Background: an optimization exercise with open tools, aiming at small area and few clock cycles. Do not read the settings as production practice.
RTL that was checked went through simulation tests only; none was proved equivalent to the original.
No functional check of the RTL was part of run 1.
Power is estimated from default activity; no workload was simulated.

==> flow/design.v <==
package armDpPkg;
	typedef logic [32-1:0] dataT;
	typedef logic [4-1:0] regAddrT;
	typedef logic [12-1:0] operand2T;
	typedef enum logic [3:0] {
		AND = 4'd0,
		EOR = 4'd1,
		SUB = 4'd2,
		RSB = 4'd3,
		ADD = 4'd4,
		ADC = 4'd5,
		SBC = 4'd6,
		RSC = 4'd7,
		TST = 4'd8,
		TEQ = 4'd9,
		CMP = 4'd10,
		CMN = 4'd11,
		ORR = 4'd12,
		MOV = 4'd13,
		BIC = 4'd14,
		MVN = 4'd15
	} aluOpT;
	typedef enum logic [1:0] {
		LSL = 2'd0,
		LSR = 2'd1,
		ASR = 2'd2,
		ROR = 2'd3
	} shiftTypeT;
	typedef struct packed {
		logic n;  
		logic z;  
		logic c;  
		logic v;  
	} flagsT;
endpackage
`timescale 1ns/10ps
module regFile (
	input logic CLK,
	input logic CLR,
	input armDpPkg::regAddrT rdAddrA,
	input armDpPkg::regAddrT rdAddrB,
	output armDpPkg::dataT rdDataA,
	output armDpPkg::dataT rdDataB,
	input logic wrEn,
	input armDpPkg::regAddrT wrAddr,
	input armDpPkg::dataT wrData
);
	armDpPkg::dataT regs [0:16-1];
	logic [16-1:0] written;
	always_ff @(posedge CLK or negedge CLR)
	begin
		if (!CLR)
			written <= '0;
		else if (wrEn)
			written[wrAddr] <= 1'b1;
	end
	always_ff @(posedge CLK)
	begin
		if (wrEn)
			regs[wrAddr] <= wrData;
	end
	always_comb
	begin
		rdDataA = '0;
		rdDataB = '0;
		for (int i = 0; i < 16; i++)
		begin
			if (written[i] && rdAddrA == i)
				rdDataA = rdDataA | regs[i];
			if (written[i] && rdAddrB == i)
				rdDataB = rdDataB | regs[i];
		end
	end
endmodule
`timescale 1ns/10ps
module shifterOperand (
	input logic imm,
	input armDpPkg::operand2T operand2,
	input armDpPkg::dataT rmValue,
	output armDpPkg::dataT value
);
	logic [4:0] amount;
	logic [4:0] rotAmount;
	armDpPkg::dataT rotIn;
	armDpPkg::dataT rotated;
	armDpPkg::dataT lowMask;   
	armDpPkg::dataT keep;
	logic isLsl;
	logic isRor;
	logic fill;
	assign amount = operand2[11:7];
	assign isLsl = !imm && operand2[6:5] == 2'd0;
	assign isRor = imm || operand2[6:5] == 2'd3;
	assign fill = !imm && operand2[6:5] == 2'd2 && rmValue[32-1];
	assign rotIn = imm ? {{(32-8){1'b0}}, operand2[7:0]} : rmValue;
	assign rotAmount = imm ? {operand2[11:8], 1'b0} : (isLsl ? 5'd0 - amount : amount);
	assign rotated = ({rotIn, rotIn} >> rotAmount);
	always_comb
	begin
		for (int i = 0; i < 32; i++)
			lowMask[i] = (i >= amount);
		for (int i = 0; i < 32; i++)
			keep[i] = isRor || (isLsl ? lowMask[i] : lowMask[32-1-i]);
	end
	assign value = (rotated & keep) | ({32{fill}} & ~keep);
endmodule
`timescale 1ns/10ps
module operandFetch (
	input logic CLK,
	input logic CLR,
	input logic cmdValid,
	output logic cmdReady,
	input armDpPkg::aluOpT cmdOp,
	input logic cmdSetFlags,
	input armDpPkg::regAddrT cmdRd,
	input armDpPkg::regAddrT cmdRn,
	input logic cmdImm,
	input armDpPkg::operand2T cmdOperand2,
	input logic rspReady,
	output logic opValid,
	output armDpPkg::aluOpT opOp,
	output logic opSetFlags,
	output armDpPkg::regAddrT opRd,
	output armDpPkg::regAddrT opRn,
	output logic opImm,
	output armDpPkg::operand2T opOperand2
);
	assign cmdReady = !opValid || rspReady;
	always_ff @(posedge CLK or negedge CLR)
	begin
		if (!CLR)
			opValid <= 1'b0;
		else if (cmdReady)
			opValid <= cmdValid;
	end
	always_ff @(posedge CLK)
	begin
		if (cmdReady)
		begin
			opOp <= cmdOp;
			opSetFlags <= cmdSetFlags;
			opRd <= cmdRd;
			opRn <= cmdRn;
			opImm <= cmdImm;
			opOperand2 <= cmdOperand2;
		end
	end
endmodule
`timescale 1ns/10ps
module aluCore (
	input armDpPkg::aluOpT op,
	input armDpPkg::dataT rnValue,
	input armDpPkg::dataT operand2Value,
	input armDpPkg::flagsT flagsIn,
	output armDpPkg::dataT result,
	output armDpPkg::flagsT flagsOut,
	output logic writesRd
);
	logic invA;
	logic invB;
	logic cin;
	logic arith;
	armDpPkg::dataT x;
	armDpPkg::dataT y;
	logic [32:0] sum;
	logic overflow;
	always_comb
	begin
		invA = 1'b0;
		invB = 1'b0;
		cin = 1'b0;
		arith = 1'b1;
		case (op)
			armDpPkg::ADD, armDpPkg::CMN: cin = 1'b0;
			armDpPkg::ADC: cin = flagsIn.c;
			armDpPkg::SUB, armDpPkg::CMP:
			begin
				invB = 1'b1;
				cin = 1'b1;
			end
			armDpPkg::SBC:
			begin
				invB = 1'b1;
				cin = flagsIn.c;
			end
			armDpPkg::RSB:
			begin
				invA = 1'b1;
				cin = 1'b1;
			end
			armDpPkg::RSC:
			begin
				invA = 1'b1;
				cin = flagsIn.c;
			end
			armDpPkg::BIC, armDpPkg::MVN:
			begin
				invB = 1'b1;
				arith = 1'b0;
			end
			default: arith = 1'b0;
		endcase
	end
	assign x = rnValue ^ {32{invA}};
	assign y = operand2Value ^ {32{invB}};
	assign sum = {1'b0, x} + {1'b0, y} + {{32{1'b0}}, cin};
	assign overflow = (x[32-1] == y[32-1])
		&& (sum[32-1] != x[32-1]);
	always_comb
	begin
		case (op)
			armDpPkg::AND, armDpPkg::TST, armDpPkg::BIC: result = x & y;
			armDpPkg::EOR, armDpPkg::TEQ: result = x ^ y;
			armDpPkg::ORR: result = x | y;
			armDpPkg::MOV, armDpPkg::MVN: result = y;
			default: result = sum[32-1:0];
		endcase
	end
	assign writesRd = !(op == armDpPkg::TST || op == armDpPkg::TEQ || op == armDpPkg::CMP || op == armDpPkg::CMN);
	assign flagsOut.n = result[32-1];
	assign flagsOut.z = (result == '0);
	assign flagsOut.c = arith ? sum[32] : flagsIn.c;
	assign flagsOut.v = arith ? overflow : flagsIn.v;
endmodule
`timescale 1ns/10ps
module executeStage (
	input logic CLK,
	input logic CLR,
	input logic take,
	input logic updateFlags,
	input armDpPkg::flagsT aluFlags,
	output armDpPkg::flagsT flagsQ,
	output armDpPkg::flagsT rspFlags
);
	always_ff @(posedge CLK or negedge CLR)
	begin
		if (!CLR)
			flagsQ <= '0;
		else if (take && updateFlags)
			flagsQ <= aluFlags;
	end
	assign rspFlags = updateFlags ? aluFlags : flagsQ;
endmodule
`timescale 1ns/10ps
module armDpTop (
	input logic CLK,
	input logic CLR,
	input logic cmdValid,
	output logic cmdReady,
	input armDpPkg::aluOpT cmdOp,
	input logic cmdSetFlags,
	input armDpPkg::regAddrT cmdRd,
	input armDpPkg::regAddrT cmdRn,
	input logic cmdImm,
	input armDpPkg::operand2T cmdOperand2,
	output logic rspValid,
	input logic rspReady,
	output armDpPkg::dataT rspResult,
	output armDpPkg::flagsT rspFlags
);
	armDpPkg::aluOpT opQ;
	logic setFlagsQ;
	armDpPkg::regAddrT rdQ;
	armDpPkg::regAddrT rnQ;
	logic immQ;
	armDpPkg::operand2T operand2Q;
	armDpPkg::dataT rnData;
	armDpPkg::dataT rmData;
	armDpPkg::dataT operand2Value;
	armDpPkg::dataT aluResult;
	armDpPkg::flagsT flagsQ;
	armDpPkg::flagsT aluFlags;
	logic writesRd;
	logic take;
	operandFetch fetch (
		.CLK(CLK),
		.CLR(CLR),
		.cmdValid(cmdValid),
		.cmdReady(cmdReady),
		.cmdOp(cmdOp),
		.cmdSetFlags(cmdSetFlags),
		.cmdRd(cmdRd),
		.cmdRn(cmdRn),
		.cmdImm(cmdImm),
		.cmdOperand2(cmdOperand2),
		.rspReady(rspReady),
		.opValid(rspValid),
		.opOp(opQ),
		.opSetFlags(setFlagsQ),
		.opRd(rdQ),
		.opRn(rnQ),
		.opImm(immQ),
		.opOperand2(operand2Q)
	);
	regFile regs (
		.CLK(CLK),
		.CLR(CLR),
		.rdAddrA(rnQ),
		.rdAddrB(operand2Q[4-1:0]),
		.rdDataA(rnData),
		.rdDataB(rmData),
		.wrEn(take && writesRd),
		.wrAddr(rdQ),
		.wrData(aluResult)
	);
	shifterOperand shifter (
		.imm(immQ),
		.operand2(operand2Q),
		.rmValue(rmData),
		.value(operand2Value)
	);
	aluCore alu (
		.op(opQ),
		.rnValue(rnData),
		.operand2Value(operand2Value),
		.flagsIn(flagsQ),
		.result(aluResult),
		.flagsOut(aluFlags),
		.writesRd(writesRd)
	);
	executeStage exec (
		.CLK(CLK),
		.CLR(CLR),
		.take(take),
		.updateFlags(setFlagsQ || !writesRd),
		.aluFlags(aluFlags),
		.flagsQ(flagsQ),
		.rspFlags(rspFlags)
	);
	assign take = rspValid && rspReady;
	assign rspResult = aluResult;
endmodule
==> flow/run.sh <==
#!/bin/bash
# synth_recipe.tcl (not shown) runs the flow's synth.tcl, then flattens the netlist and writes it again
# the make line also repeats each setting of config.mk as NAME=value (left out here)
make -C /OpenROAD-flow-scripts/flow DESIGN_CONFIG=/design/flow/config.mk WORK_HOME=/design/flow/orfs CLKGATE_MAP_FILE= SYNTH_SCRIPT=/design/flow/synth_recipe.tcl finish
==> flow/config.mk <==
export PLATFORM = sky130hd
export DESIGN_NAME = armDpTop
export DESIGN_NICKNAME = armDpTop
export VERILOG_FILES = /design/flow/design.v
export SDC_FILE = /design/flow/constraint.sdc
export NUM_CORES = 4
export LEC_CHECK = 0
export CAP_MARGIN = 20
export CORE_MARGIN = 2
export CORE_UTILIZATION = 40
export SLEW_MARGIN = 20
==> flow/constraint.sdc <==
create_clock -name core_clock -period 10.0 [get_ports {CLK}]
set_input_delay 2.0000 -clock core_clock [delete_from_list [all_inputs] [get_ports {CLK}]]
set_output_delay 2.0000 -clock core_clock [all_outputs]
set_load 0.01 [all_outputs]
==> results of run 1 <==
## power breakdown
group          internal (mW)  leakage [nW]  switching, mW  total (mW)
clock network           1.28         0.948           1.01        2.29
logic                   1.57          11.6           2.32        3.89
registers               2.94          5.14         0.0637        3.00
total                   5.79          17.7           3.39        9.18
## cell type report
| type | instances | area (um2) | area share, % |
|---|---|---|---|
| Antenna cell | 2 | 5.005 | 0.01138 |
| Clock buffer | 70 | 1518 | 3.451 |
| Clock inverter | 41 | 490.5 | 1.115 |
| Inverter | 86 | 325.3 | 0.7398 |
| Multi-Input combinational cell | 2131 | 16230 | 36.91 |
| Sequential cell | 559 | 16680 | 37.93 |
| Tap cell | 1070 | 1339 | 3.044 |
| Timing Repair Buffer | 855 | 7386 | 16.80 |
## sequential cells by signal, summed over array words and instances (netlist names), 4 cells and up
name	cells
fetch.opRd	4
fetch.opOp	4
fetch.opOperand2	12
regs.written	16
fetch.opRn	4
regs.regs	512
exec.flagsQ	4
## synthesized netlist by cell type, drive strengths merged (31+ instances only)
cell and n:
xnor2 55, edfxtp 538, ha 73, a22oi 141, buf 92, o21ai 118, a221oi 97, nor3 38
clkbuf 162, nand3 105, xor2 45, nand2 162, inv 86, a2111oi 113, and3 351, nand4 31
a21oi 110, and4 52, nor2 168, a22o 78
## stage by stage
step / cells / cell area [um2]
after global routing: 4812 / 43970
after floorplan: 3030 / 33120
final: 4814 / 43970
after CTS: 4783 / 43150
after detailed placement: 4624 / 40050
after global placement: 4624 / 40050
## cells in the final DEF, fill, tap and decap left out, types with 11 or more instances in the layout
cell type,instances
sky130_fd_sc_hd__buf_12,49
sky130_fd_sc_hd__a221o_1,11
sky130_fd_sc_hd__a221oi_1,91
sky130_fd_sc_hd__nor2_1,144
sky130_fd_sc_hd__o22ai_1,23
sky130_fd_sc_hd__and4_1,40
sky130_fd_sc_hd__ha_1,68
sky130_fd_sc_hd__a22oi_1,139
sky130_fd_sc_hd__a21oi_1,96
sky130_fd_sc_hd__xnor2_1,43
sky130_fd_sc_hd__clkbuf_16,60
sky130_fd_sc_hd__buf_4,705
sky130_fd_sc_hd__inv_1,82
sky130_fd_sc_hd__nor2_4,17
sky130_fd_sc_hd__o211ai_1,29
sky130_fd_sc_hd__and3_1,326
sky130_fd_sc_hd__nand4_1,31
sky130_fd_sc_hd__nor4_1,11
sky130_fd_sc_hd__edfxtp_1,538
sky130_fd_sc_hd__clkdlybuf4s50_1,55
sky130_fd_sc_hd__nand3_1,104
sky130_fd_sc_hd__nand2_1,159
sky130_fd_sc_hd__a2111oi_0,43
sky130_fd_sc_hd__and2_1,19
sky130_fd_sc_hd__nor3_1,27
sky130_fd_sc_hd__a21o_1,29
sky130_fd_sc_hd__a21oi_2,11
sky130_fd_sc_hd__xor2_1,44
sky130_fd_sc_hd__clkbuf_1,11
sky130_fd_sc_hd__and3_2,16
sky130_fd_sc_hd__a2111oi_4,15
sky130_fd_sc_hd__o21ai_0,95
sky130_fd_sc_hd__dfrtp_1,21
sky130_fd_sc_hd__a22o_1,76
sky130_fd_sc_hd__buf_6,28
sky130_fd_sc_hd__o21ai_1,13
sky130_fd_sc_hd__a2111oi_2,36
sky130_fd_sc_hd__a211oi_1,12
sky130_fd_sc_hd__a2111oi_1,19
## worst max path at each step
| stage | cells after the start | start | endpoint |
|---|---|---|---|
| 2_1_floorplan | 33 | fetch.opOperand2[7] | rspFlags[2] |
| 3_3_place_gp | 36 | fetch.opOperand2[0] | rspFlags[2] |
| 3_5_place_dp | 36 | fetch.opOperand2[0] | rspFlags[2] |
| 4_1_cts | 37 | fetch.opOperand2[2] | rspFlags[2] |
| 5_1_grt | 35 | fetch.opOperand2[3] | rspFlags[2] |
| 6_report | 35 | fetch.opOperand2[3] | rspFlags[2] |
## what timing repair did
action	4_1_cts	5_1_grt
cloned	1	1
pin swaps	61	68
buffers inserted	48	32
resized for setup	189	143
endpoints found under the setup margin	25	25
## kinds of logic (layout without fill, tap and decap cells)
group / Yosys count / count (layout) / synth area share [%]
simple gates: 1020 / 1020 / 17.09
compound gates: 905 / 905 / 21.07
flops: 559 / 559 / 50.36
buf+inv: 340 / 1052 / 4.695
xor+xnor: 100 / 100 / 2.667
fa+ha+maj: 75 / 75 / 2.878
mux: 31 / 31 / 1.243
other cells: 0 / 2 / 0
## layer usage
layer,part of all wire [%],track usage (%),vias up
met5,0.013,0,-
met4,7.6,25.13,4
met3,12,10.70,735
met2,44,62.32,2735
met1,36,50.06,16088
li1,-,-,13405
## worst max-delay path, delay by kind of cell (launching register included)
family                     cells  cell delay [ps]
AOI/OAI and AO/OA             12             2440
xor gates and xnor gates       1              100
adders and majority gates      1              220
buffers and inverters         11             2040
DFF                            1              480
muxes                          1              180
and+or+nand+nor                9             2610
==> notes.md, run 1 <==
Run status
The flow ran to the end, but the layout failed its checks. The layout checks failed on setup timing.

Placement
The final estimated routing congestion in global placement is 1.035. The count of buffers added on input and output ports is 67. The post-place setup slack is -1265 ps. The detailed placement HPWL is 124600 um.

Global routing
The number of global-route vias before repair is 31804. Entering global routing, the biggest net connects 39 pins. The first global-routing pass estimated 242700 um of wire. Global routing consumed, over all layers together, 40.24% of the routing resources.

The total grt overflow is 0. The initial antenna violation count is 8.

Worst setup path
Counting stages on the worst path, the most repeated cell is sky130_fd_sc_hd__buf_4. STA classifies the critical path startpoint as a flop. In this run the critical register-to-register path is launched from fetch.opOperand2[3]. In this run the worst path has a maximum fanout of 9. The delay of the slowest cell on the worst path is 560 ps.

The kind of end point of the critical path is an output port. Measured in cells, the most critical reg-to-reg path has a length of 36. Data on the critical path arrives at its endpoint at 8780 ps.

The endpoint of the lowest-slack register-to-register path is exec.flagsQ[2]. The minimum setup slack among reg-to-reg paths is 1620 ps. The setup path with the least slack is of type flop to output port. The worst endpoint required time is 8000 ps. The slowest stage of the critical path is the sky130_fd_sc_hd__nand4_1 cell.

STA
The total setup violations reported at the end of the flow is 5. For the final database, setup skew stands at 65.23 ps. The part of the cycle the worst path needs is 107.8%.

For the finished layout, the period the worst path requires is 10780 ps. The worst-margin pin slew is 1132 ps. In the post-route analysis, the smallest setup slack over all paths is -776.7 ps. Adding up every negative setup slack in the final design gives -1772 ps. On the final layout, the worst hold slack is 489.3 ps. Measured against its own limit, the worst slew margin works out to 24.00%. The final number of max-transition violations is 0. Setup repair after global routing could not meet its margin everywhere. Timing would allow up to 92.79 MHz.

The number of hold violations in the final report is 0.

Detailed routing
Using the TritonRoute via totals, the vias-per-cell ratio works out to 6.848. The number of detailed-routing iterations run before antenna repair is 9. After the first detailed-routing iteration, the DRC count stood at 5422. The residual antenna-violating net count after detailed routing is 0. Detailed routing inserted a total of 32967 vias. The total wire length is 176800 um.

In the final routed layout, each cell accounts on average for 36.73 um. The number of DRC violations after detailed routing is 0.

Floorplanning
The die is 291.8 um wide. The starting density of the core is 40.41%. In this run the vertical extent of the chip is 291.8 um. After floorplanning, the core was divided into 105 placement rows. During I/O placement, the number of pins put on the boundary was 68.

The die covers 0.08513 mm2. The area of the core is 0.08198 mm2.

Hold path
The worst hold path endpoint is exec.flagsQ[3]. Along the worst hold path, the cell count comes to 2. The path class of the tightest hold or removal check is flop to flop. The worst hold path begins at exec.flagsQ[3].

Clock tree
After clock tree synthesis, the clock-pin slew on the worst setup and hold paths is 70 ps. The maximum clock insertion buffer count is 3. The clock sink total is 559. Clock tree synthesis selected as its root buffer the cell sky130_fd_sc_hd__clkbuf_16. TritonCTS built the clock tree.

The clock buffer count from CTS is 59. For the worst-skew pair, the clock arrives at the later sink with an insertion delay of 680 ps. The number of hold buffers added after CTS was 0. The maximum level of the CTS H-tree is 2.

Power
The total power of the final layout is 9.178 mW. Across the VDD grid, the largest voltage drop is 0.1570 mV. For this design the static power due to leakage is 17.74 nW. The power per cell area is 208.7 mW/mm2.

Synth
The average instance in the mapped netlist occupies 10.93 um2. The biggest area consumer among synthesized cells is sky130_fd_sc_hd__edfxtp_1. The sequential element share of the synthesized area is 50.36%. The most common flop cell mapped by yosys is sky130_fd_sc_hd__edfxtp_1. After synthesis the netlist holds a flip-flop and latch count of 559.

After synthesis, the largest area contributor takes up 48.77% of total cell area. The cell area that synthesis handed to floorplanning was 0.03312 mm2. By area the synthesized netlist is led by sky130_fd_sc_hd__edfxtp_1, sky130_fd_sc_hd__and3_1, sky130_fd_sc_hd__a22oi_1. The number of warnings reported in the yosys synthesis log is 5. The count of cell types in the netlist is 107. The net count of the mapped netlist is 3135. The async set or reset register ratio after synthesis is 3.757%. The number of enable flip-flop cells after synthesis is 538. The gate count of the mapped netlist is 3030.

Final layout
For this run, the post-layout net count is 3797. For this run, the share of the core covered by cells in the final layout is 53.64%. The layout overhead on the synthesized area is 32.76%.

Cells with a size suffix above 1 make up 31.61% of the layout. The filler cell count in the final layout is 7121.

Flow run
The max-capacitance violation count is 0.
==> inputs of run 2 (changes only) <==
--- a/flow/design.v
+++ b/flow/design.v
@@ -41,2 +41,3 @@
 	input armDpPkg::regAddrT rdAddrB,
+	input logic rdEnB,
 	output armDpPkg::dataT rdDataA,
@@ -49,2 +50,4 @@
 	logic [16-1:0] written;
+	logic [16-1:0] selA;
+	logic [16-1:0] selB;
 	always_ff @(posedge CLK or negedge CLR)
@@ -62,13 +65,50 @@
 	always_comb
-	begin
-		rdDataA = '0;
-		rdDataB = '0;
 		for (int i = 0; i < 16; i++)
 		begin
-			if (written[i] && rdAddrA == i)
-				rdDataA = rdDataA | regs[i];
-			if (written[i] && rdAddrB == i)
-				rdDataB = rdDataB | regs[i];
+			selA[i] = written[i] && rdAddrA == i;
+			selB[i] = written[i] && rdEnB && rdAddrB == i;
 		end
+	for (genvar b = 0; b < 32; b++)
+	begin : bitSlice
+		logic [16-1:0] column;
+		for (genvar i = 0; i < 16; i++)
+			assign column[i] = regs[i][b];
+		rfReadBit readA (.data(column), .sel(selA), .q(rdDataA[b]));
+		rfReadBit readB (.data(column), .sel(selB), .q(rdDataB[b]));
+	end
+endmodule
+module rfReadBit (
+	input logic [16-1:0] data,
+	input logic [16-1:0] sel,
+	output logic q
+);
+	logic [5:0] partN;
+	for (genvar k = 0; k < 5; k++)
+	begin : group
+		rfAoi222 aoi (
+			.a0(data[3*k]), .b0(sel[3*k]),
+			.a1(data[3*k+1]), .b1(sel[3*k+1]),
+			.a2(data[3*k+2]), .b2(sel[3*k+2]),
+			.y(partN[k])
+		);
 	end
+	assign partN[5] = !(data[15] && sel[15]);
+	rfNand6 combine (.a(partN), .y(q));
+endmodule
+module rfAoi222 (
+	input logic a0,
+	input logic b0,
+	input logic a1,
+	input logic b1,
+	input logic a2,
+	input logic b2,
+	output logic y
+);
+	assign y = !((a0 && b0) || (a1 && b1) || (a2 && b2));
+endmodule
+module rfNand6 (
+	input logic [5:0] a,
+	output logic y
+);
+	assign y = !(&a);
 endmodule
@@ -81,11 +121,11 @@
 );
+	localparam int W = 32;
 	logic [4:0] amount;
 	logic [4:0] rotAmount;
-	armDpPkg::dataT rotIn;
-	armDpPkg::dataT rotated;
-	armDpPkg::dataT lowMask;   
-	armDpPkg::dataT keep;
 	logic isLsl;
 	logic isRor;
-	logic fill;
+	logic fillN;
+	armDpPkg::dataT rotIn;
+	armDpPkg::dataT keep;
+	armDpPkg::dataT level [0:5];
 	assign amount = operand2[11:7];
@@ -93,14 +133,33 @@
 	assign isRor = imm || operand2[6:5] == 2'd3;
-	assign fill = !imm && operand2[6:5] == 2'd2 && rmValue[32-1];
-	assign rotIn = imm ? {{(32-8){1'b0}}, operand2[7:0]} : rmValue;
+	assign fillN = !(!imm && operand2[6:5] == 2'd2 && rmValue[W-1]);
+	assign rotIn = {rmValue[W-1:8], rmValue[7:0] | ({8{imm}} & operand2[7:0])};
 	assign rotAmount = imm ? {operand2[11:8], 1'b0} : (isLsl ? 5'd0 - amount : amount);
-	assign rotated = ({rotIn, rotIn} >> rotAmount);
+	assign level[0] = rotIn;
+	for (genvar l = 0; l < 5; l++)
+	begin : stage
+		for (genvar i = 0; i < W; i++)
+		begin : bitMux
+			shMux2i mux (
+				.a(level[l][i]),
+				.b(level[l][(i + (1 << l)) % W]),
+				.s(rotAmount[l]),
+				.y(level[l+1][i])
+			);
+		end
+	end
 	always_comb
-	begin
-		for (int i = 0; i < 32; i++)
-			lowMask[i] = (i >= amount);
-		for (int i = 0; i < 32; i++)
-			keep[i] = isRor || (isLsl ? lowMask[i] : lowMask[32-1-i]);
+		for (int i = 0; i < W; i++)
+			keep[i] = isRor || (isLsl ? (i >= amount) : (W - 1 - i >= amount));
+	for (genvar i = 0; i < W; i++)
+	begin : fillMux
+		shMux2i mux (.a(fillN), .b(level[5][i]), .s(keep[i]), .y(value[i]));
 	end
-	assign value = (rotated & keep) | ({32{fill}} & ~keep);
+endmodule
+module shMux2i (
+	input logic a,
+	input logic b,
+	input logic s,
+	output logic y
+);
+	assign y = !(s ? b : a);
 endmodule
@@ -153,7 +212,9 @@
 	input armDpPkg::dataT operand2Value,
+	input logic setFlags,
 	input armDpPkg::flagsT flagsIn,
 	output armDpPkg::dataT result,
-	output armDpPkg::flagsT flagsOut,
+	output armDpPkg::flagsT flagsOut,  
 	output logic writesRd
 );
+	localparam int W = 32;
 	logic invA;
@@ -162,6 +223,13 @@
 	logic arith;
+	logic selG;
+	logic selP;
+	logic selY;
 	armDpPkg::dataT x;
 	armDpPkg::dataT y;
-	logic [32:0] sum;
+	armDpPkg::dataT p;
+	armDpPkg::dataT g;
+	armDpPkg::dataT logicN;
+	logic [W:0] carry;
 	logic overflow;
+	logic update;
 	always_comb
@@ -203,22 +271,96 @@
 	end
-	assign x = rnValue ^ {32{invA}};
-	assign y = operand2Value ^ {32{invB}};
-	assign sum = {1'b0, x} + {1'b0, y} + {{32{1'b0}}, cin};
-	assign overflow = (x[32-1] == y[32-1])
-		&& (sum[32-1] != x[32-1]);
+	assign selG = op == armDpPkg::AND || op == armDpPkg::TST || op == armDpPkg::BIC
+		|| op == armDpPkg::ORR;
+	assign selP = op == armDpPkg::EOR || op == armDpPkg::TEQ || op == armDpPkg::ORR;
+	assign selY = op == armDpPkg::MOV || op == armDpPkg::MVN;
+	for (genvar i = 0; i < W; i++)
+	begin : front
+		aluFront bitFront (
+			.a(rnValue[i]),
+			.b(operand2Value[i]),
+			.invA(invA),
+			.invB(invB),
+			.x(x[i]),
+			.y(y[i]),
+			.p(p[i]),
+			.g(g[i])
+		);
+	end
+	aluCarry carries (.g(g), .p(p), .cin(cin), .carry(carry));
+	for (genvar i = 0; i < W; i++)
+	begin : back
+		aluResultBit bitResult (
+			.p(p[i]),
+			.g(g[i]),
+			.y(y[i]),
+			.c(carry[i]),
+			.arith(arith),
+			.selG(selG),
+			.selP(selP),
+			.selY(selY),
+			.logicN(logicN[i]),
+			.r(result[i])
+		);
+	end
+	assign overflow = carry[W] ^ carry[W-1];
+	assign writesRd = !(op == armDpPkg::TST || op == armDpPkg::TEQ || op == armDpPkg::CMP || op == armDpPkg::CMN);
+	assign update = setFlags || !writesRd;
+	assign flagsOut.n = update ? result[W-1] : flagsIn.n;
+	assign flagsOut.z = update ? (result == '0) : flagsIn.z;
+	assign flagsOut.c = (update && arith) ? carry[W] : flagsIn.c;
+	assign flagsOut.v = (update && arith) ? overflow : flagsIn.v;
+endmodule
+module aluFront (
+	input logic a,
+	input logic b,
+	input logic invA,
+	input logic invB,
+	output logic x,
+	output logic y,
+	output logic p,
+	output logic g
+);
+	assign x = a ^ invA;
+	assign y = b ^ invB;
+	assign p = x ^ y;
+	assign g = x & y;
+endmodule
+module aluCarry (
+	input armDpPkg::dataT g,
+	input armDpPkg::dataT p,
+	input logic cin,
+	output logic [32:0] carry
+);
+	localparam int W = 32;
+	armDpPkg::dataT gg;
+	armDpPkg::dataT pp;
 	always_comb
 	begin
-		case (op)
-			armDpPkg::AND, armDpPkg::TST, armDpPkg::BIC: result = x & y;
-			armDpPkg::EOR, armDpPkg::TEQ: result = x ^ y;
-			armDpPkg::ORR: result = x | y;
-			armDpPkg::MOV, armDpPkg::MVN: result = y;
-			default: result = sum[32-1:0];
-		endcase
+		gg = g;
+		pp = p;
+		gg[0] = g[0] | (p[0] & cin);
+		for (int l = 0; l < 5; l++)
+			for (int i = 0; i < W; i++)
+				if ((i >> l) % 2 == 1)
+				begin
+					gg[i] = gg[i] | (pp[i] & gg[((i >> l) << l) - 1]);
+					pp[i] = pp[i] & pp[((i >> l) << l) - 1];
+				end
 	end
-	assign writesRd = !(op == armDpPkg::TST || op == armDpPkg::TEQ || op == armDpPkg::CMP || op == armDpPkg::CMN);
-	assign flagsOut.n = result[32-1];
-	assign flagsOut.z = (result == '0);
-	assign flagsOut.c = arith ? sum[32] : flagsIn.c;
-	assign flagsOut.v = arith ? overflow : flagsIn.v;
+	assign carry = {gg, cin};
+endmodule
+module aluResultBit (
+	input logic p,
+	input logic g,
+	input logic y,
+	input logic c,
+	input logic arith,
+	input logic selG,
+	input logic selP,
+	input logic selY,
+	output logic logicN,
+	output logic r
+);
+	assign logicN = !((selG && g) || (selP && p) || (selY && y));
+	assign r = !logicN || (arith && (p ^ c));
 endmodule
@@ -229,3 +371,2 @@
 	input logic take,
-	input logic updateFlags,
 	input armDpPkg::flagsT aluFlags,
@@ -238,6 +379,6 @@
 			flagsQ <= '0;
-		else if (take && updateFlags)
+		else if (take)
 			flagsQ <= aluFlags;
 	end
-	assign rspFlags = updateFlags ? aluFlags : flagsQ;
+	assign rspFlags = aluFlags;
 endmodule
@@ -299,2 +440,3 @@
 		.rdAddrB(operand2Q[4-1:0]),
+		.rdEnB(!immQ),
 		.rdDataA(rnData),
@@ -315,2 +457,3 @@
 		.operand2Value(operand2Value),
+		.setFlags(setFlagsQ),
 		.flagsIn(flagsQ),
@@ -324,3 +467,2 @@
 		.take(take),
-		.updateFlags(setFlagsQ || !writesRd),
 		.aluFlags(aluFlags),
--- a/flow/config.mk
+++ b/flow/config.mk
@@ -9,3 +9,9 @@
 export CORE_MARGIN = 2
-export CORE_UTILIZATION = 40
+export CORE_UTILIZATION = 65
+export CTS_BUF_LIST = sky130_fd_sc_hd__clkbuf_8
+export CTS_CLUSTER_DIAMETER = 100
+export CTS_CLUSTER_SIZE = 16
+export PLACE_DENSITY = 0.72
+export SETUP_SLACK_MARGIN = 0.3
 export SLEW_MARGIN = 20
+export SYNTH_HIERARCHICAL = 1
==> run 2 against run 1 <==
Now clean on timing, DRC and antenna; cell area is 29% lower; register-to-register slack improved by 1400 ps; synthesized cell count down 37%; sequential power about the same; critical endpoint unchanged; largest power group is now sequential cells; highest routed layer is now met4.
==> notes.md, run 2 <==
Synth
The gate count of the mapped netlist is 1912 (was 3030). The total of flip-flops plus latches after synthesis is 559 (unchanged). The multiplexer share of the synthesized area came to 7.385% (was 1.243%). The main combinational cell family by area after synthesis is compound AO/OA/AOI/OAI gates (unchanged).

The most common cell in the synthesized netlist was sky130_fd_sc_hd__edfxtp_1 (unchanged). Synth area leaders: sky130_fd_sc_hd__edfxtp_1, sky130_fd_sc_hd__a222oi_1, sky130_fd_sc_hd__mux2i_1 (was sky130_fd_sc_hd__edfxtp_1, sky130_fd_sc_hd__and3_1, sky130_fd_sc_hd__a22oi_1). The number of enable flip-flop cells after synthesis was 538 (unchanged). The number of warnings reported in the yosys synthesis log is 14 (was 5). The count of cell types in the netlist was 82 (was 107). The async set or reset register ratio after synthesis was 3.757% (unchanged). The fraction of the mapped netlist area in adder cells is 1.821% (was 2.878%). The xor/xnor share of the synthesized area was 3.155% (was 2.667%). The net count of the mapped netlist is 1982 (was 3135). The total standard cell area after synthesis was 0.02748 mm2 (was 0.03312 mm2). The fraction of post-synthesis cell area in the top cell type by area is 58.79% (was 48.77%). The synthesized area per cell is 14.37 um2 (was 10.93 um2). The simple-gate portion of the synthesized area came to 8.205% (was 17.09%). The sequential element share of the synthesized area is 60.70% (was 50.36%).

The biggest area consumer among synthesized cells is sky130_fd_sc_hd__edfxtp_1 (unchanged). Most instantiated cells after synthesis: sky130_fd_sc_hd__edfxtp_1, sky130_fd_sc_hd__a222oi_1, sky130_fd_sc_hd__mux2i_1 (was sky130_fd_sc_hd__edfxtp_1, sky130_fd_sc_hd__and3_1, sky130_fd_sc_hd__nor2_1). The compound-gate portion of the synthesized area was 17.54% (was 21.07%). The most common flop cell mapped by yosys is sky130_fd_sc_hd__edfxtp_1 (unchanged).

Final layout
The antenna diode count came to 0 (was 2). The most common library cell in the layout ignoring fill and taps is sky130_fd_sc_hd__edfxtp_1 (was sky130_fd_sc_hd__buf_4). The share of cells above drive strength 1 is 14.50% (was 31.61%). The share of the core filled with cells came to 74.12% (was 53.64%).

The register with the most flip-flops is regs.regs (unchanged). The flip-flop count of the largest register, all copies and words added is 512 (unchanged). The layout overhead on the synthesized area was 12.89% (was 32.76%). The filler cell count in the final layout came to 2682 (was 7121). The post-route standard cell area excluding fillers came to 0.03102 mm2 (was 0.04397 mm2). Largest registers: regs.regs (512), regs.written (16), fetch.opOperand2 (12) (unchanged).

The post-layout net count is 2191 (was 3797). Most used cells in the layout excluding fill and tap cells: sky130_fd_sc_hd__edfxtp_1, sky130_fd_sc_hd__a222oi_1, sky130_fd_sc_hd__mux2i_1 (was sky130_fd_sc_hd__buf_4, sky130_fd_sc_hd__edfxtp_1, sky130_fd_sc_hd__and3_1).

Global routing
The pin count of the biggest net entering global routing is 34 (was 39). The number of global-route vias before repair is 20501 (was 31804). The initial antenna violation count is 1 (was 8). The total grt overflow is 0 (unchanged). The global-route wire length before repair is 132100 um (was 242700 um). The total global-route track usage is 40.73% (was 40.24%).

Floorplanning
The die height is 209.6 um (was 291.8 um). The area of the core is 0.04185 mm2 (was 0.08198 mm2). The floorplan row count was 75 (was 105). The starting density of the core is 65.66% (was 40.41%). The total die area was 0.04394 mm2 (was 0.08513 mm2).

The number of placed I/O pins is 68 (unchanged). The horizontal die dimension is 209.6 um (was 291.8 um).

Worst setup path
The most repeated library cell on the critical path is sky130_fd_sc_hd__mux2i_1 (was sky130_fd_sc_hd__buf_4). The largest fanout on the critical path is 32 (was 9). The worst endpoint required time came to 8000 ps (about the same).

The delay of the slowest cell on the worst path is 760 ps (was 560 ps). The arrival time at the worst endpoint came to 7550 ps (was 8780 ps). The cell with the largest stage delay on the worst path is sky130_fd_sc_hd__a222oi_1 (was sky130_fd_sc_hd__nand4_1). The nature of the critical path startpoint is a flop (unchanged). The kind of end point of the critical path is an output port (unchanged).

The critical path class is flop to output port (unchanged).

Clock tree
The clock sink total is 559 (unchanged). The clock tree from TritonCTS is built (unchanged). The clock buffer count from CTS is 41 (was 59). The clock transition at the registers of the reported paths is 110 ps (was 70 ps).

The clock latency on the worst-skew pair is 660 ps (was 680 ps). The clock root buffer master was sky130_fd_sc_hd__clkbuf_8 (was sky130_fd_sc_hd__clkbuf_16). The maximum clock insertion buffer count is 3 (unchanged). The maximum level of the CTS H-tree was 2 (unchanged).

Power
The total power of the final layout is 6.237 mW (was 9.178 mW). The worst IR drop on VDD came to 0.1676 mV (was 0.1570 mV). The power per cell area was 201.1 mW/mm2 (was 208.7 mW/mm2). The leakage power summed over all cells came to 10.95 nW (was 17.74 nW).

STA
The final worst setup slack is 445.3 ps (was -776.7 ps). Unrepaired setup endpoints after global routing: no (was yes). The total negative slack for setup checks is 0 ps (was -1772 ps). The fmax is 104.7 MHz (was 92.79 MHz). The part of the cycle the worst path needs is 95.55% (was 107.8%).

The final clock skew is 37.68 ps (was 65.23 ps). The number of hold violations in the final report was 0 (unchanged). The total setup violations reported at the end of the flow is 0 (was 5). The final number of max-transition violations is 0 (unchanged). The relative max-transition margin was 16.24% (was 24.00%). The post-route minimum period is 9555 ps (was 10780 ps). The worst-margin pin slew is 1256 ps (was 1132 ps).

Placement
The standard cell area after detailed placement is 0.02984 mm2 (was 0.04005 mm2). The detailed placement HPWL was 60070 um (was 124600 um). The count of input and output buffers is 67 (unchanged).

The post-place setup slack is 301.2 ps (was -1265 ps). The final estimated routing congestion in global placement is 1.008 (was 1.035).

Hold path
The path type of the worst min-delay path is flop to flop (unchanged).

Detailed routing
The total number of vias is 21994 (was 32967). The total wire length is 90750 um (was 176800 um). The number of detailed-routing iterations run before antenna repair is 14 (was 9). The routed wire length per instance is 33.90 um (was 36.73 um). The via count normalized by instance count was 8.216 (was 6.848). The violation count after the first detailed-route iteration came to 6169 (was 5422). The number of DRC violations after detailed routing came to 0 (unchanged). The residual antenna-violating net count after detailed routing is 0 (unchanged).

Run status
Outcome: no timing/DRC/antenna violations (was failed layout checks).

Flow run
The max-capacitance violation count came to 0 (unchanged).
run 2: cell count changes after synthesis, sizes merged, moves of 77 or more:
cell and change:
buf -78, nor2 -118, a222oi +351, clkbuf -150, a22o -77, a21oi -80, a22oi -139, mux2i +180
and3 -315, a221oi -94, a2111oi -112
run 2: cell families after synthesis:
kind of cell	after synthesis
simple gates	401
mux	201
flops	559
fa+ha+maj	40
buf+inv	76
compound gates	536
xor+xnor	99
run 2: worst max-delay path, delay by kind of cell (launching register included):
| family | cells | cell delay (ps) |
|---|---|---|
| adders and majority gates | 1 | 390 |
| xor gates and xnor gates | 2 | 360 |
| DFF | 1 | 460 |
| AOI/OAI and AO/OA | 7 | 2240 |
| and+or+nand+nor | 7 | 1530 |
| muxes | 6 | 1310 |
| buffers and inverters | 4 | 600 |
run 2: repair_timing:
action	4_1_cts	5_1_grt
hold buffers	0	0
gates resized for setup	25	76
setup endpoints to repair	4	4
pin swaps	13	40
setup buffers	8	12
run 2: per-module statistics from Yosys (local to each module, per instance), a selection:
module / area [um2] / times used / flip-flops and latches / cells
aluResultBit: 27.53 / 32 / 0 / 4
regFile: 16540 / 1 / 528 / 652
rfNand6: 13.76 / 64 / 0 / 2
shMux2i: 10.01 / 192 / 0 / 1
aluFront: 30.03 / 32 / 0 / 3
armDpTop: 16.27 / 1 / 0 / 3
aluCore: 257.7 / 1 / 0 / 34
operandFetch: 828.3 / 1 / 27 / 29
rfReadBit: 3.754 / 64 / 0 / 1
shifterOperand: 865.8 / 1 / 0 / 142
run 2: worst paths after layout:
check | start | end | slack (ps) | cells past startpoint
max | fetch.opOperand2[3] | rspFlags[2] | 450 | 27
min | exec.flagsQ[3] | exec.flagsQ[3] | 520 | 1
max reg2reg | fetch.opOperand2[3] | exec.flagsQ[2] | 3020 | 27
min reg2reg | exec.flagsQ[3] | exec.flagsQ[3] | 520 | 1
max in group asynchronous | CLR | regs.written[0] | 8310 | 1
min in group asynchronous | CLR | regs.written[10] | 1320 | 1
run 2: final cells by class:
cell class	instances	area [um2]	share of cell area, %
Inverter	50	187.7	0.6050
Sequential cell	559	16680	53.77
Tap cell	539	674.4	2.174
Clock buffer	41	564.3	1.819
Multi-Input combinational cell	1277	10960	35.33
Clock inverter	19	108.9	0.3509
Timing Repair Buffer	192	1844	5.945
run 2: power breakdown:
group	internal, mW	switching [mW]
Combinational	0.764	1.34
Clock	0.389	0.724
Sequential	2.96	0.0611
run 2: per-stage QoR:
step | instances | hold WS [ps]
floorplan | 1912 | 433.2
global placement | 2593 | 485.8
detailed placement | 2597 | 482.8
CTS | 2665 | 510.3
global route | 2677 | 523.1
finish | 2677 | 516.7
run 2: routing by layer:
metal	up-vias	share of wire, %	routed length, um	track usage (%)
li1	8905	-	-	-
met1	10660	36	32250	56.53
met3	296	16	14810	12.45
met5	-	0	0	0
met2	2133	44	39890	61.03
met4	0	4.2	3795	15.58
Testbench counts of run 2, summed over its fixed seeds: cycles 12,008.
==> inputs of run 3 (changes only) <==
--- a/flow/design.v
+++ b/flow/design.v
@@ -45,2 +45,3 @@
 	input logic wrEn,
+	input logic clear,
 	input armDpPkg::regAddrT wrAddr,
@@ -49,16 +50,13 @@
 	armDpPkg::dataT regs [0:16-1];
-	logic [16-1:0] written;
+	logic [16-1:0] regWrite;
 	logic [16-1:0] selA;
 	logic [16-1:0] selB;
-	always_ff @(posedge CLK or negedge CLR)
-	begin
-		if (!CLR)
-			written <= '0;
-		else if (wrEn)
-			written[wrAddr] <= 1'b1;
-	end
+	always_comb
+		for (int i = 0; i < 16; i++)
+			regWrite[i] = clear || (wrEn && wrAddr == i);
 	always_ff @(posedge CLK)
 	begin
-		if (wrEn)
-			regs[wrAddr] <= wrData;
+		for (int i = 0; i < 16; i++)
+			if (regWrite[i])
+				regs[i] <= wrData;
 	end
@@ -67,4 +65,4 @@
 		begin
-			selA[i] = written[i] && rdAddrA == i;
-			selB[i] = written[i] && rdEnB && rdAddrB == i;
+			selA[i] = rdAddrA == i;
+			selB[i] = rdEnB && rdAddrB == i;
 		end
@@ -178,2 +176,3 @@
 	input logic rspReady,
+	output logic clearing,
 	output logic opValid,
@@ -186,3 +185,10 @@
 );
-	assign cmdReady = !opValid || rspReady;
+	always_ff @(posedge CLK or negedge CLR)
+	begin
+		if (!CLR)
+			clearing <= 1'b1;
+		else
+			clearing <= 1'b0;
+	end
+	assign cmdReady = !clearing && (!opValid || rspReady);
 	always_ff @(posedge CLK or negedge CLR)
@@ -213,2 +219,3 @@
 	input logic setFlags,
+	input logic clear,  
 	input armDpPkg::flagsT flagsIn,
@@ -270,7 +277,9 @@
 		endcase
+		if (clear)
+			arith = 1'b0;
 	end
-	assign selG = op == armDpPkg::AND || op == armDpPkg::TST || op == armDpPkg::BIC
-		|| op == armDpPkg::ORR;
-	assign selP = op == armDpPkg::EOR || op == armDpPkg::TEQ || op == armDpPkg::ORR;
-	assign selY = op == armDpPkg::MOV || op == armDpPkg::MVN;
+	assign selG = !clear && (op == armDpPkg::AND || op == armDpPkg::TST || op == armDpPkg::BIC
+		|| op == armDpPkg::ORR);
+	assign selP = !clear && (op == armDpPkg::EOR || op == armDpPkg::TEQ || op == armDpPkg::ORR);
+	assign selY = !clear && (op == armDpPkg::MOV || op == armDpPkg::MVN);
 	for (genvar i = 0; i < W; i++)
@@ -415,2 +424,3 @@
 	logic take;
+	logic clearing;
 	operandFetch fetch (
@@ -427,2 +437,3 @@
 		.rspReady(rspReady),
+		.clearing(clearing),
 		.opValid(rspValid),
@@ -444,2 +455,3 @@
 		.wrEn(take && writesRd),
+		.clear(clearing),
 		.wrAddr(rdQ),
@@ -458,2 +470,3 @@
 		.setFlags(setFlagsQ),
+		.clear(clearing),
 		.flagsIn(flagsQ),
==> run 3 against run 2 <==
Synthesized cell count is 1.9% lower; sequential share of layout area fell by 0.62 points; clock skew grew 16 ps; core utilization increased by 1.2 points; sequential cell count fell by 15; register-to-register slack improved by 120 ps.
==> notes.md, run 3 <==
Synth
The count of cell types in the netlist is 69 (was 82). The number of enable flip-flop cells after synthesis is 538 (unchanged). The fraction of post-synthesis cell area in the top cell type by area came to 60.27% (was 58.79%). The most common cell in the synthesized netlist is sky130_fd_sc_hd__edfxtp_1 (unchanged).

The gate count of the mapped netlist was 1876 (was 1912). The sequential element share of the synthesized area is 60.83% (was 60.70%). The biggest area consumer among synthesized cells is sky130_fd_sc_hd__edfxtp_1 (unchanged). Most instantiated cells after synthesis: sky130_fd_sc_hd__edfxtp_1, sky130_fd_sc_hd__a222oi_1, sky130_fd_sc_hd__mux2i_1 (unchanged).

Synth area leaders: sky130_fd_sc_hd__edfxtp_1, sky130_fd_sc_hd__a222oi_1, sky130_fd_sc_hd__mux2i_1 (unchanged). The most common flop cell mapped by yosys is sky130_fd_sc_hd__edfxtp_1 (unchanged). The synthesized area per cell is 14.29 um2 (was 14.37 um2). The net count of the mapped netlist is 1942 (was 1982).

The async set or reset register ratio after synthesis came to 1.103% (was 3.757%). The number of warnings reported in the yosys synthesis log is 15 (was 14). The total standard cell area after synthesis came to 0.02681 mm2 (was 0.02748 mm2).

The total of flip-flops plus latches after synthesis is 544 (was 559).

Clock tree
The clock buffer count from CTS was 40 (was 41). The clock latency on the worst-skew pair is 700 ps (was 660 ps). The clock sink total is 544 (was 559). The maximum level of the CTS H-tree is 2 (unchanged). The clock root buffer master is sky130_fd_sc_hd__clkbuf_8 (unchanged).

The clock tree from TritonCTS is built (unchanged). The clock transition at the registers of the reported paths is 110 ps (about the same). The maximum clock insertion buffer count was 3 (unchanged).

Worst setup path
The source of the critical timing path is fetch.opImm (was fetch.opOperand2[3]). The worst endpoint required time is 8000 ps (about the same). The kind of end point of the critical path is an output port (unchanged). The largest fanout on the critical path was 17 (was 32). The start of the worst register-to-register path is fetch.opImm (was fetch.opOperand2[3]). The critical path class is flop to output port (unchanged). The arrival time at the worst endpoint is 7570 ps (was 7550 ps).

The nature of the critical path startpoint is a flop (unchanged).

Detailed routing
The number of detailed-routing iterations run before antenna repair is 14 (unchanged). The total number of vias is 22196 (was 21994). The number of DRC violations after detailed routing was 0 (unchanged).

The via count normalized by instance count is 8.310 (was 8.216). The residual antenna-violating net count after detailed routing is 0 (unchanged). The routed wire length per instance is 36.60 um (was 33.90 um).

The total wire length is 97750 um (was 90750 um). The violation count after the first detailed-route iteration was 6114 (was 6169).

Power
The power per cell area is 249.6 mW/mm2 (was 201.1 mW/mm2). The net switching share of the total power is 35.90% (was 34.02%). The worst IR drop on VDD came to 0.2387 mV (was 0.1676 mV). The relative contribution of the clock network to total power is 14.2% (was 17.8%).

The leakage power summed over all cells is 11.09 nW (was 10.95 nW). The share of power burned in combinational logic came to 34.0% (was 33.7%). The power spent charging and discharging nets came to 2.750 mW (was 2.122 mW). The portion of total power attributed to sequential cells was 51.8% (was 48.5%). The internal power is 4.909 mW (was 4.115 mW).

Global routing
The initial antenna violation count came to 1 (unchanged). The pin count of the biggest net entering global routing is 33 (was 34). The number of global-route vias before repair is 21109 (was 20501).

The total global-route track usage is 44.13% (was 40.73%). The global-route wire length before repair is 139000 um (was 132100 um). The total grt overflow is 0 (unchanged).

STA
The total negative slack for setup checks was 0 ps (unchanged). The smallest hold slack is 523.1 ps (was 516.7 ps). The post-route minimum period is 9574 ps (was 9555 ps). The worst-margin pin slew is 1104 ps (was 1256 ps). The total setup violations reported at the end of the flow came to 0 (unchanged). The number of hold violations in the final report is 0 (unchanged). Unrepaired setup endpoints after global routing: no (unchanged). The part of the cycle the worst path needs is 95.74% (was 95.55%).

The final clock skew is 53.75 ps (was 37.68 ps). The fmax is 104.4 MHz (was 104.7 MHz). The final number of max-transition violations is 0 (unchanged).

The relative max-transition margin is 26.30% (was 16.24%).

Final layout
The most common library cell in the layout ignoring fill and taps is sky130_fd_sc_hd__edfxtp_1 (unchanged). The flip-flop count of the largest register, all copies and words added is 512 (unchanged). The layout overhead on the synthesized area is 14.45% (was 12.89%). The share of cells above drive strength 1 was 17.35% (was 14.50%). Most used cells in the layout excluding fill and tap cells: sky130_fd_sc_hd__edfxtp_1, sky130_fd_sc_hd__a222oi_1, sky130_fd_sc_hd__mux2i_1 (unchanged). The register with the most flip-flops is regs.regs (unchanged). The filler cell count in the final layout is 2591 (was 2682).

The post-layout net count is 2198 (was 2191). Largest registers: regs.regs (512), fetch.opOperand2 (12) (was regs.regs (512), regs.written (16), fetch.opOperand2 (12)).

Run status
Outcome: no timing/DRC/antenna violations (unchanged).

Floorplanning
The area of the core is 0.04074 mm2 (was 0.04185 mm2). The total die area is 0.04288 mm2 (was 0.04394 mm2). The horizontal die dimension is 207.1 um (was 209.6 um). The number of placed I/O pins is 68 (unchanged).

The starting density of the core is 65.80% (was 65.66%). The floorplan row count is 74 (was 75). The die height is 207.1 um (was 209.6 um).

Hold path
The path type of the worst min-delay path is flop to flop (unchanged). The hold path startpoint was exec.flagsQ[2] (was exec.flagsQ[3]).

Placement
The count of input and output buffers is 67 (unchanged). The detailed placement HPWL is 61650 um (was 60070 um). The final estimated routing congestion in global placement is 0.9929 (was 1.008).

Flow run
The max-capacitance violation count came to 0 (unchanged).
==> run 3: cell count changes in the layout (fill, tap and decap cells not counted), moves of 8 or more <==
cell                       previous run  this run
sky130_fd_sc_hd__buf_4              102       159
sky130_fd_sc_hd__and3_1              22         2
sky130_fd_sc_hd__dfrtp_1             21         5
sky130_fd_sc_hd__o21ai_0             12        26
sky130_fd_sc_hd__mux2i_2             15        26
sky130_fd_sc_hd__and4_1              55        65
sky130_fd_sc_hd__nor2_2               5        15
sky130_fd_sc_hd__buf_12              14         5
sky130_fd_sc_hd__nand3_1             70        79
sky130_fd_sc_hd__nor3_1              15         6
sky130_fd_sc_hd__o21ai_4              1        10
sky130_fd_sc_hd__mux2i_1            173       165
sky130_fd_sc_hd__o21bai_1            10         2
==> run 3: power groups by stage <==
stage	logic, mW	clock network [mW]	registers (mW)
floorplan	1.44	0	3.85
finish	2.60	1.09	3.97
global placement	2.30	0	3.91
detailed placement	2.36	0	3.98
global route	2.74	1.15	4.02
CTS	2.41	1.08	3.93
==> run 3: area by class of cell <==
| type | instances | area, um2 | area share, % |
|---|---|---|---|
| diodes | 1 | 2.502 | 0.008156 |
| well taps | 532 | 665.6 | 2.169 |
| flip-flops and latches | 544 | 16310 | 53.15 |
| clock buffers | 40 | 550.5 | 1.794 |
| repair buffers | 240 | 2064 | 6.729 |
| clock inverters | 8 | 66.31 | 0.2161 |
| inverters | 53 | 198.9 | 0.6484 |
| multi-input cells | 1253 | 10830 | 35.29 |
==> run 3: timing repair <==
action	CTS	global route
hold buffers	0	0
setup buffers	22	20
pin swaps	17	29
setup endpoints to repair	3	9
cloned	0	1
gates resized for setup	31	50
==> run 3: critical path, stage by stage, from the launching register on <==
cell	delay [ps]
sky130_fd_sc_hd__edfxtp_1	440
sky130_fd_sc_hd__inv_1	170
sky130_fd_sc_hd__or3b_4	470
sky130_fd_sc_hd__nor2_2	150
sky130_fd_sc_hd__buf_6	260
sky130_fd_sc_hd__buf_4	310
sky130_fd_sc_hd__a222oi_1	150
sky130_fd_sc_hd__nand3_1	230
sky130_fd_sc_hd__mux2i_1	150
sky130_fd_sc_hd__mux2i_1	320
sky130_fd_sc_hd__mux2i_2	190
sky130_fd_sc_hd__mux2i_1	240
sky130_fd_sc_hd__mux2i_1	110
sky130_fd_sc_hd__mux2i_1	300
sky130_fd_sc_hd__xor2_1	300
sky130_fd_sc_hd__ha_1	350
sky130_fd_sc_hd__a21oi_1	170
sky130_fd_sc_hd__o21ai_0	180
sky130_fd_sc_hd__o21bai_2	290
sky130_fd_sc_hd__a21o_1	240
sky130_fd_sc_hd__a31o_2	260
sky130_fd_sc_hd__xnor2_1	170
sky130_fd_sc_hd__o21ai_1	120
sky130_fd_sc_hd__nor4_1	410
sky130_fd_sc_hd__nand4_1	270
sky130_fd_sc_hd__o31ai_4	320
sky130_fd_sc_hd__dlygate4sd2_1	300
==> run 3: path summary, 6_finish.rpt <==
check / end / slack (ps) / cells past startpoint
hold / removal: exec.flagsQ[2] / 520 / 1
setup reg to reg: exec.flagsQ[2] / 3140 / 26
max in group asynchronous: fetch.clearing / 8170 / 1
hold reg to reg: exec.flagsQ[2] / 520 / 1
setup / recovery: rspFlags[2] / 430 / 26
min in group asynchronous: exec.flagsQ[0] / 1560 / 1
==> run 3: metal layers <==
metal  global-route usage, %  part of all wire, %  vias to the layer above
li1                        -                    -                     8794
met1                   58.20                   33                    10593
met2                   64.71                   43                     2341
met4                   26.21                  6.7                        2
met3                   13.86                   17                      466
met5                       0                0.013                        -
==> run 3: modules after synthesis (local to each module, per instance), excerpt <==
module / cells inside / area (um2) / copies in the design / flip-flops and latches
aluCore: 37 / 270.3 / 1 / 0
aluFront: 3 / 30.03 / 32 / 0
aluResultBit: 4 / 27.53 / 32 / 0
executeStage: 12 / 175.2 / 1 / 4
operandFetch: 34 / 863.3 / 1 / 28
regFile: 586 / 15770 / 1 / 512
rfAoi222: 1 / 10.01 / 320 / 0
rfNand6: 2 / 13.76 / 64 / 0
rfReadBit: 1 / 3.754 / 64 / 0
shifterOperand: 164 / 908.4 / 1 / 0
==> run 3: through the flow <==
step	instance area (um2)	std cells	setup slack [ps]	power, mW	util, %
after floorplan	26810	1876	655.1	5.298	-
after global placement	29390	2579	417.9	6.211	72.15
after global routing	30680	2670	222.9	7.905	75.31
final	30680	2671	425.8	7.659	75.31
after CTS	30300	2649	468.4	7.420	74.39
after detailed placement	29400	2579	400.0	6.332	72.17
==> run 3: logic make-up (layout without fill, tap and decap cells) <==
kind of cell,Yosys count,in the layout,synth area share [%]
fa+ha+maj,36,36,1.680
mux,200,200,7.505
compound gates,534,534,17.54
flops,544,544,60.83
simple gates,382,382,7.855
buf+inv,79,341,1.312
other cells,1,2,0.01399
xor+xnor,100,100,3.267
Testbench counts of run 3, summed over its fixed seeds: cycles 12,008.
==> inputs of run 4 (changes only) <==
--- a/flow/design.v
+++ b/flow/design.v
@@ -110,2 +110,16 @@
 );
+	logic low3;
+	rfAnd3 first (.a(a[2:0]), .y(low3));
+	rfNand4 second (.a({a[5:3], low3}), .y(y));
+endmodule
+module rfAnd3 (
+	input logic [2:0] a,
+	output logic y
+);
+	assign y = &a;
+endmodule
+module rfNand4 (
+	input logic [3:0] a,
+	output logic y
+);
 	assign y = !(&a);
@@ -147,5 +161,29 @@
 	end
+	logic [3:0] gtHi;   
+	logic [3:0] eqHi;   
+	logic [7:0] geLo;   
+	logic [3:0] gtSel;
+	logic [3:0] eqSel;
+	logic [7:0] geSel;
 	always_comb
-		for (int i = 0; i < W; i++)
-			keep[i] = isRor || (isLsl ? (i >= amount) : (W - 1 - i >= amount));
+	begin
+		for (int v = 0; v < 4; v++)
+		begin
+			gtHi[v] = v > amount[4:3];
+			eqHi[v] = v == amount[4:3];
+		end
+		for (int w = 0; w < 8; w++)
+			geLo[w] = w >= amount[2:0];
+		for (int v = 0; v < 4; v++)
+		begin
+			gtSel[v] = isRor || (isLsl ? gtHi[v] : gtHi[3-v]);
+			eqSel[v] = isLsl ? eqHi[v] : eqHi[3-v];
+		end
+		for (int w = 0; w < 8; w++)
+			geSel[w] = isLsl ? geLo[w] : geLo[7-w];
+	end
+	for (genvar i = 0; i < W; i++)
+	begin : keepBit
+		shAo21 keepGate (.a(gtSel[i/8]), .b(eqSel[i/8]), .c(geSel[i%8]), .y(keep[i]));
+	end
 	for (genvar i = 0; i < W; i++)
@@ -163,2 +201,10 @@
 endmodule
+module shAo21 (
+	input logic a,
+	input logic b,
+	input logic c,
+	output logic y
+);
+	assign y = a || (b && c);
+endmodule
 `timescale 1ns/10ps
@@ -351,8 +397,13 @@
 		for (int l = 0; l < 5; l++)
-			for (int i = 0; i < W; i++)
-				if ((i >> l) % 2 == 1)
-				begin
-					gg[i] = gg[i] | (pp[i] & gg[((i >> l) << l) - 1]);
-					pp[i] = pp[i] & pp[((i >> l) << l) - 1];
-				end
+			for (int i = (2 << l) - 1; i < W; i += (2 << l))
+			begin
+				gg[i] = gg[i] | (pp[i] & gg[i - (1 << l)]);
+				pp[i] = pp[i] & pp[i - (1 << l)];
+			end
+		for (int l = 3; l >= 0; l--)
+			for (int i = 3 * (1 << l) - 1; i < W; i += (2 << l))
+			begin
+				gg[i] = gg[i] | (pp[i] & gg[i - (1 << l)]);
+				pp[i] = pp[i] & pp[i - (1 << l)];
+			end
 	end
==> flow/flow/run.sh (new file) <==
#!/bin/bash
# The standard layout (standard.sh, all steps from synthesis to finish),
# with one change: the buffers that ORFS puts on every input and output port
# are sky130_fd_sc_hd__buf_2 instead of the default choice of buffer_ports.
# The full output of the run goes to standard.log; ORFS's per-step logs are
# under orfs/logs/.
set -euo pipefail
export BUFFER_PORTS_ARGS="-buffer_cell sky130_fd_sc_hd__buf_2"
bash standard.sh > standard.log 2>&1
==> flow/standard.sh (new file) <==
#!/bin/bash
# synth_recipe.tcl (not shown) runs the flow's synth.tcl, then flattens the netlist and writes it again
# the make line also repeats each setting of config.mk as NAME=value (left out here)
make -C /OpenROAD-flow-scripts/flow DESIGN_CONFIG=/design/flow/config.mk WORK_HOME=/design/flow/orfs CLKGATE_MAP_FILE= SYNTH_SCRIPT=/design/flow/synth_recipe.tcl "${@:-finish}"
--- a/flow/config.mk
+++ b/flow/config.mk
@@ -14,3 +14,3 @@
 export PLACE_DENSITY = 0.72
-export SETUP_SLACK_MARGIN = 0.3
+export SETUP_SLACK_MARGIN = 0.2
 export SLEW_MARGIN = 20
removed: flow/run.sh
==> run 4 against run 3 <==
Still clean on timing, DRC and antenna; count of clock-buffer cells in the layout increased by 1; non-clock buffer count decreased by 39; critical path depth rose by 3; setup slack lost 230 ps; hold slack got worse by 10 ps; first-iteration DRC count decreased by 19%; die area shrank 1.8%; power is 3.4% lower; via count fell by 4.8%; largest cell class unchanged; highest routed layer is now met4.
==> notes.md, run 4 <==
Run status
Outcome: no timing/DRC/antenna violations (unchanged).

Clock tree
The clock root buffer master is sky130_fd_sc_hd__clkbuf_8 (unchanged). The maximum clock insertion buffer count was 3 (unchanged). The number of hold-repair buffers added at the cts stage came to 0 (unchanged).

The clock tree from TritonCTS is built (unchanged). The clock transition at the registers of the reported paths is 100 ps (was 110 ps). The clock buffer count from CTS is 40 (unchanged). The maximum level of the CTS H-tree was 2 (unchanged). The clock latency on the worst-skew pair is 660 ps (was 700 ps). The clock sink total is 544 (unchanged).

Final layout
The flip-flop count of the largest register, all copies and words added is 512 (unchanged). The most common library cell in the layout ignoring fill and taps is sky130_fd_sc_hd__edfxtp_1 (unchanged). The filler cell count in the final layout is 2543 (was 2591).

The layout overhead on the synthesized area is 12.58% (was 14.45%). Largest registers: regs.regs (512), fetch.opOperand2 (12) (unchanged). The final standard cell count with taps included and fillers excluded is 2552 (was 2671). The share of the core filled with cells is 74.43% (was 75.31%). Most used cells in the layout excluding fill and tap cells: sky130_fd_sc_hd__edfxtp_1, sky130_fd_sc_hd__a222oi_1, sky130_fd_sc_hd__mux2i_1 (unchanged). The share of cells above drive strength 1 is 18.23% (was 17.35%). The register with the most flip-flops is regs.regs (unchanged). The post-layout net count is 2082 (was 2198). The post-route standard cell area excluding fillers is 0.02964 mm2 (was 0.03068 mm2).

Placement
The post-place setup slack is 339.7 ps (was 400.0 ps). The count of input and output buffers is 67 (unchanged). The final estimated routing congestion in global placement came to 0.9387 (was 0.9929).

The placed cell count was 2470 (was 2579). The detailed placement HPWL was 55540 um (was 61650 um). The standard cell area after detailed placement is 0.02842 mm2 (was 0.02940 mm2).

Global routing
The total global-route track usage is 42.35% (was 44.13%). The number of global-route vias before repair is 20128 (was 21109). The initial antenna violation count was 1 (unchanged).

The global-route wire length before repair is 128500 um (was 139000 um). The pin count of the biggest net entering global routing is 33 (unchanged). The total grt overflow came to 0 (unchanged).

Synth
The net count of the mapped netlist was 1854 (was 1942). The most common flop cell mapped by yosys is sky130_fd_sc_hd__edfxtp_1 (unchanged). Synth area leaders: sky130_fd_sc_hd__edfxtp_1, sky130_fd_sc_hd__a222oi_1, sky130_fd_sc_hd__mux2i_1 (unchanged). Most instantiated cells after synthesis: sky130_fd_sc_hd__edfxtp_1, sky130_fd_sc_hd__a222oi_1, sky130_fd_sc_hd__mux2i_1 (unchanged).

The biggest area consumer among synthesized cells was sky130_fd_sc_hd__edfxtp_1 (unchanged). The fraction of post-synthesis cell area in the top cell type by area is 61.37% (was 60.27%). The count of cell types in the netlist was 57 (was 69). The async set or reset register ratio after synthesis was 1.103% (unchanged).

The sequential element share of the synthesized area came to 61.94% (was 60.83%). The most common cell in the synthesized netlist is sky130_fd_sc_hd__edfxtp_1 (unchanged). The synthesized area per cell is 14.72 um2 (was 14.29 um2). The total standard cell area after synthesis was 0.02633 mm2 (was 0.02681 mm2). The number of enable flip-flop cells after synthesis was 538 (unchanged).

The gate count of the mapped netlist is 1789 (was 1876). The total of flip-flops plus latches after synthesis is 544 (unchanged). The number of warnings reported in the yosys synthesis log is 15 (unchanged).

STA
The fmax came to 102.0 MHz (was 104.4 MHz). The total negative slack for setup checks is 0 ps (unchanged). The post-route minimum period was 9800 ps (was 9574 ps). The total setup violations reported at the end of the flow is 0 (unchanged). The part of the cycle the worst path needs is 98.00% (was 95.74%). The final clock skew is 39.39 ps (was 53.75 ps). The final worst setup slack was 199.6 ps (was 425.8 ps). The worst-margin pin slew is 1039 ps (was 1104 ps). The relative max-transition margin is 30.03% (was 26.30%). The final number of max-transition violations was 0 (unchanged). Unrepaired setup endpoints after global routing: yes (was no). The number of hold violations in the final report is 0 (unchanged).

The smallest hold slack came to 512.9 ps (was 523.1 ps).

Detailed routing
The number of detailed-routing iterations run before antenna repair is 14 (unchanged). The violation count after the first detailed-route iteration is 4982 (was 6114). The total wire length is 91540 um (was 97750 um). The via count normalized by instance count is 8.276 (was 8.310).

The total number of vias is 21120 (was 22196). The number of DRC violations after detailed routing came to 0 (unchanged). The routed wire length per instance is 35.87 um (was 36.60 um).

The residual antenna-violating net count after detailed routing was 0 (unchanged).

Power
The power per cell area came to 249.5 mW/mm2 (was 249.6 mW/mm2). The worst IR drop on VDD is 0.2051 mV (was 0.2387 mV). The leakage power summed over all cells came to 11.00 nW (was 11.09 nW). The total power of the final layout is 7.396 mW (was 7.659 mW).

Floorplanning
The number of placed I/O pins is 68 (unchanged). The floorplan row count is 73 (was 74). The total die area is 0.04213 mm2 (was 0.04288 mm2). The area of the core is 0.03982 mm2 (was 0.04074 mm2). The starting density of the core is 66.11% (was 65.80%). The horizontal die dimension is 205.3 um (was 207.1 um). The die height is 205.3 um (was 207.1 um).

Worst setup path
The delay of the slowest cell on the worst path was 430 ps (was 470 ps). The arrival time at the worst endpoint is 7800 ps (was 7570 ps). The critical path class is flop to output port (unchanged). The cell with the largest stage delay on the worst path was sky130_fd_sc_hd__a221o_1 (was sky130_fd_sc_hd__or3b_4). The nature of the critical path startpoint was a flop (unchanged). The largest fanout on the critical path is 9 (was 17). The worst endpoint required time is 8000 ps (about the same).

The most repeated library cell on the critical path is sky130_fd_sc_hd__mux2i_1 (unchanged). The buffers plus inverters on the worst setup path is 5 (was 4). The kind of end point of the critical path is an output port (unchanged). The minimum setup slack among reg-to-reg paths is 2700 ps (was 3140 ps). The category of cells accounting for the largest share of critical-path delay is compound AO/OA/AOI/OAI gates (unchanged).

Flow run
The max-capacitance violation count was 0 (unchanged).

Hold path
The path type of the worst min-delay path is flop to flop (unchanged).
-- run 4: report_power, final --
part	total, mW	leakage, nW	switching (mW)	internal (mW)
combinational	2.40	5.10	1.55	0.842
sequential	3.92	5.56	0.380	3.54
clock	1.08	0.340	0.698	0.380
total	7.40	11.0	2.63	4.76
-- run 4: area by class of cell --
| class | instances | area (um2) | share of cell area [%] |
|---|---|---|---|
| Multi-Input combinational cell | 1183 | 10310 | 34.79 |
| Tap cell | 525 | 656.9 | 2.216 |
| Clock inverter | 8 | 63.81 | 0.2153 |
| Antenna cell | 3 | 7.507 | 0.02533 |
| Timing Repair Buffer | 201 | 1550 | 5.231 |
| Inverter | 47 | 176.4 | 0.5952 |
| Clock buffer | 41 | 564.3 | 1.904 |
| Sequential cell | 544 | 16310 | 55.02 |
-- run 4: worst paths after layout --
check | from | endpoint | depth (start not counted)
setup reg to reg | fetch.opImm | exec.flagsQ[2] | 30
hold / removal | exec.flagsQ[3] | exec.flagsQ[3] | 1
setup / recovery | fetch.opImm | rspFlags[2] | 29
hold reg to reg | exec.flagsQ[3] | exec.flagsQ[3] | 1
max in group asynchronous | CLR | fetch.clearing | 1
min in group asynchronous | CLR | exec.flagsQ[0] | 1
-- run 4: cells by family after synthesis --
family | synth area share (%)
and+or+nand+nor | 6.530
xor gates and xnor gates | 3.327
buffers and inverters | 1.012
AOI/OAI and AO/OA | 17.87
other | 0.01424
DFF | 61.94
muxes | 7.642
adders and majority gates | 1.663
-- run 4: routing by layer --
metal	up-vias	wire length [um]	GRT usage [%]	share of wire [%]
met5	-	0	0	0
met4	0	4988	19.76	5.4
met3	401	14880	11.74	16
met2	2003	40450	63.88	44
met1	10272	31210	57.62	34
li1	8444	-	-	-
-- run 4: what timing repair did --
action,in CTS,in global routing
pin swaps,4,33
hold endpoints to repair,0,0
endpoints found under the setup margin,3,3
cloned,0,6
setup buffers,4,20
resized for setup,14,58
-- run 4: modules after synthesis (local to each module, per instance), a selection --
module	cells inside	cell area, um2
aluFront	3	30.03
aluCore	37	270.3
shAo21	1	7.507
rfAoi222	1	10.01
regFile	586	15770
aluResultBit	4	27.53
aluCarry	82	539.3
rfAnd3	1	6.256
rfReadBit	1	3.754
executeStage	12	175.2
armDpTop	3	16.27
rfNand4	1	6.256
Testbench counts of run 4, summed over its fixed seeds: cycles 12,008.

-- re-timing with driven ports --
Ports are ideal in the flow. The routed layouts listed here were re-timed in OpenROAD.
Step 1 assumes that a clkbuf_16 drives the clock port and a buf_2 every other input.
Step 2, shift: input delay + t, output delay - t, t = (earliest + latest rising clock arrival at the registers) / 2. This alone moves slack from input paths to output paths.
Three values: ideal, step 1, step 2; two values: the first two.
run	t (ns)	slack for setup (ns)	clock arrival spread, ns
run 1	0.720	-0.777 / -0.849 / -0.129	0.065 / 0.065
run 2	0.697	0.445 / 0.391 / 1.088	0.037 / 0.038
run 3	0.732	0.426 / 0.372 / 1.104	0.054 / 0.054
run 4	0.700	0.200 / 0.145 / 0.845	0.040 / 0.040
